Background: an optimization exercise with open tools, aiming at small area, a short achievable clock period and few clock cycles per item. Do not read the settings as production practice. The RTL was checked by simulation tests, not by an equivalence proof against the original design. Power and IR drop assume default switching activity.

## command_frame_receiver
module command_frame_receiver #(
   parameter int MAX_PAYLOAD = 64
) (
   input  logic                       clock,
   input  logic                       reset,
   input  logic                       req_valid,
   output logic                       req_ready,
   input  logic [cfr_pkg::BYTE_W-1:0] req_rx_byte,
   output logic                       rsp_valid,
   input  logic                       rsp_ready,
   output logic [cfr_pkg::BYTE_W-1:0] rsp_frame_command,
   output logic [cfr_pkg::LEN_W-1:0]  rsp_frame_length,
   output logic [cfr_pkg::BYTE_W-1:0] rsp_payload_byte,
   output logic                       rsp_byte_valid,
   output logic                       rsp_last,
   output logic [cfr_pkg::SUM_W-1:0]  rsp_received_sum,
   output logic [cfr_pkg::SUM_W-1:0]  rsp_computed_sum,
   output logic                       rsp_sum_match,
   input  logic                       csr_we,
   input  logic [cfr_pkg::CSR_W-1:0]  csr_index,
   input  logic [cfr_pkg::BYTE_W-1:0] csr_wdata
);
export LEC_CHECK = 0
export CAP_MARGIN = 20
export CORE_MARGIN = 2
export CORE_UTILIZATION = 65
export CTS_BUF_LIST = sky130_fd_sc_hd__clkbuf_16
export CTS_CLUSTER_DIAMETER = 60
export CTS_CLUSTER_SIZE = 30
export PLACE_DENSITY = 0.75
export SETUP_SLACK_MARGIN = 1.6
export SLEW_MARGIN = 20
create_clock -name core_clock -period 4.0 [get_ports {clock}]
run.sh (not shown) runs the stock make flow with config.mk's settings and CLKGATE_MAP_FILE= SYNTH_SCRIPT=/design/flow/synth_recipe.tcl, a recipe that flattens the netlist after the stock synthesis.
The first run completed with no timing, DRC or antenna violations.
Testbench counts at the start, summed over its fixed seeds: cycles 15,046, beats 10,307.
Change:
--- a/flow/config.mk
+++ b/flow/config.mk
@@ -13,4 +13,4 @@
 export CTS_CLUSTER_SIZE = 30
 export PLACE_DENSITY = 0.75
-export SETUP_SLACK_MARGIN = 1.6
+export SETUP_SLACK_MARGIN = 2.0
 export SLEW_MARGIN = 20
Result: The new run completed without violations; cell area rose by 2.8%; count of clock-buffer cells in the layout rose by 3; non-clock buffer count rose by 50; clock power rose by 5.9%; wire length rose by 4.2%.
Change:
--- a/flow/config.mk
+++ b/flow/config.mk
@@ -6,11 +6,11 @@
 export NUM_CORES = 4
 export LEC_CHECK = 0
+export ABC_CLOCK_PERIOD_IN_PS = 1200
 export CAP_MARGIN = 20
 export CORE_MARGIN = 2
-export CORE_UTILIZATION = 65
+export CORE_UTILIZATION = 40
 export CTS_BUF_LIST = sky130_fd_sc_hd__clkbuf_16
 export CTS_CLUSTER_DIAMETER = 60
 export CTS_CLUSTER_SIZE = 30
-export PLACE_DENSITY = 0.75
 export SETUP_SLACK_MARGIN = 2.0
 export SLEW_MARGIN = 20
Worst setup slack improves by 0.025 ns.
Final cell count grows by roughly a tenth.
Via count shrinks slightly.
Wire length grows by a few percent.
Final area grows by a few percent.
Area after synthesis is unchanged.
Die area grows by well over a third.
Change:
--- a/flow/config.mk
+++ b/flow/config.mk
@@ -6,11 +6,11 @@
 export NUM_CORES = 4
 export LEC_CHECK = 0
-export ABC_CLOCK_PERIOD_IN_PS = 1200
 export CAP_MARGIN = 20
 export CORE_MARGIN = 2
-export CORE_UTILIZATION = 40
+export CORE_UTILIZATION = 65
 export CTS_BUF_LIST = sky130_fd_sc_hd__clkbuf_16
 export CTS_CLUSTER_DIAMETER = 60
 export CTS_CLUSTER_SIZE = 30
-export SETUP_SLACK_MARGIN = 2.0
+export PLACE_DENSITY = 0.75
+export SETUP_SLACK_MARGIN = 1.85
 export SLEW_MARGIN = 20
After rerunning:
- clock power goes down by 9.9%
- power goes down by 4.1%
- final area goes down by 3.6%
- first-iteration DRC count goes up by 8.3%
- via count hardly moves
Change:
--- a/flow/config.mk
+++ b/flow/config.mk
@@ -6,4 +6,5 @@
 export NUM_CORES = 4
 export LEC_CHECK = 0
+export ABC_AREA = 1
 export CAP_MARGIN = 20
 export CORE_MARGIN = 2
@@ -13,4 +14,4 @@
 export CTS_CLUSTER_SIZE = 30
 export PLACE_DENSITY = 0.75
-export SETUP_SLACK_MARGIN = 1.85
+export SETUP_SLACK_MARGIN = 2.0
 export SLEW_MARGIN = 20
Result:
- The changed run completed with no timing, DRC or antenna violations
- clock skew goes down by 0.0070 ns
- cell count grows by 13%
- clock power fell by about 0.9%


== the reference run ==
command_frame_receiver, a different RTL version from the one above (not shown whole).
Size: ~2,300 cells after synthesis, roughly 830 flip-flops, roughly 84 I/O pins, roughly 33,000 µm² of cells after synthesis.
make LEC_CHECK=0 CAP_MARGIN=5 CORE_MARGIN=2 CORE_UTILIZATION=65 CTS_BUF_LIST=sky130_fd_sc_hd__clkbuf_16 CTS_CLUSTER_DIAMETER=60 CTS_CLUSTER_SIZE=30 PLACE_DENSITY=0.75 SETUP_SLACK_MARGIN=2.0 SLEW_MARGIN=5 finish   # period 4.0 ns
Testbench counts of the reference run, summed over its fixed seeds: cycles 15,050, beats 10,307.
diff inputs: the reference run => the trial run
diff --git a/flow/config.mk b/flow/config.mk
--- a/flow/config.mk
+++ b/flow/config.mk
@@ -7,3 +7,3 @@
 export LEC_CHECK = 0
-export CAP_MARGIN = 5
+export CAP_MARGIN = 20
 export CORE_MARGIN = 2
@@ -13,4 +13,5 @@
 export CTS_CLUSTER_SIZE = 30
+export GPL_TIMING_DRIVEN = 0
 export PLACE_DENSITY = 0.75
 export SETUP_SLACK_MARGIN = 2.0
-export SLEW_MARGIN = 5
+export SLEW_MARGIN = 20
The trial run vs the reference run on number of signal-net buffers in the layout: the trial run is the higher one.
Max sequential share of cell area across the reference run and the trial run: the reference run
Summary of the trial run over the reference run: fmax lower, count of clock-buffer cells in the layout went down, end-of-flow core utilization has increased.
Comparing the reference run and the trial run, the higher routed wire length is on the trial run.
The trial run ends up with lower clock share of power than the reference run does.
The trial run vs the reference run, proportion of cell area spent on the clock network went down by 0.32 points.
Summary of the comparison: multi-input gate area in the final layout is higher in the trial run, relative to the reference run.


06-03:
Starting RTL as in the previous note.
export LEC_CHECK = 0
export CAP_MARGIN = 20
export CORE_MARGIN = 2
export CORE_UTILIZATION = 65
export CTS_BUF_LIST = sky130_fd_sc_hd__clkbuf_16
export CTS_CLUSTER_DIAMETER = 60
export CTS_CLUSTER_SIZE = 30
export PLACE_DENSITY = 0.75
export SETUP_SLACK_MARGIN = 2.0
export SLEW_MARGIN = 20
export TNS_END_PERCENT = 10
create_clock -name core_clock -period 4.0 [get_ports {clock}]
06-03 completed; timing, DRC and antenna clean
Testbench counts of 06-03, summed over its fixed seeds: cycles 15,050, beats 10,307.
What 01-05 does differently from 06-03 at the input level:
-- flow/config.mk --
<<< 06-03, line 14
export PLACE_DENSITY = 0.75
export SETUP_SLACK_MARGIN = 2.0
export SLEW_MARGIN = 20
export TNS_END_PERCENT = 10
>>> 01-05, line 14
export PLACE_DENSITY = 0.75
export SETUP_SLACK_MARGIN = 2.05
export SLEW_MARGIN = 20
Findings:
- Sort 01-05 and 06-03 by post-route worst hold slack, ascending, and 01-05 comes first.
- Sort 01-05 and 06-03 by layout-stage area growth over the synthesis result, ascending, and 06-03 comes first.
- Delta(fmax, 01-05 - 06-03) > 0
- 01-05 against 06-03: inserted tap cell count level; post-layout total power rose about 0.8%.

port drivers added, routing unchanged:
The flow's constraints put no driver on any port. The routed layouts listed below were extracted and timed again, unchanged, in two steps. Step 1, drivers: a clkbuf_16 drives clock and a buf_2 each remaining input, both assumed. Step 2 also shifts input and output timing later by t, the mid clock arrival at the registers, as if the neighbouring blocks saw the same clock. Three values: ideal, step 1, step 2; two values: the first two.
run | t, ns | slack for setup (ns) | worst hold slack (ns) | worst register clock-pin slew, ns
the first run of note 1 | 0.667 | 1.597 / 1.591 / 1.018 | 0.424 / 0.424 / 0.424 | 0.11 / 0.11
the second run of note 1 | 0.674 | 1.911 / 1.901 / 1.296 | 0.425 / 0.425 / 0.425 | 0.11 / 0.11
the third run of note 1 | 0.715 | 1.936 / 1.890 / 1.285 | 0.370 / 0.416 / 0.419 | 0.10 / 0.10
the fourth run of note 1 | 0.681 | 1.890 / 1.832 / 1.236 | 0.403 / 0.423 / 0.423 | 0.11 / 0.11
the fifth run of note 1 | 0.681 | 1.649 / 1.649 / 1.369 | 0.425 / 0.425 / 0.425 | 0.11 / 0.11
the reference run | 0.678 | 1.930 / 1.872 / 1.323 | 0.416 / 0.416 / 0.416 | 0.11 / 0.11
the trial run | 0.681 | 1.766 / 1.704 / 1.023 | 0.414 / 0.414 / 0.414 | 0.11 / 0.11
06-03 | 0.665 | 1.888 / 1.842 / 1.209 | 0.426 / 0.426 / 0.426 | 0.11 / 0.11
01-05 | 0.674 | 1.926 / 1.872 / 1.287 | 0.412 / 0.412 / 0.412 | 0.11 / 0.11
After both steps every run listed still meets setup and hold. For the trial run, which loses most, drivers alone change the setup slack by -0.062 ns; drivers and shift together by -0.743 ns.
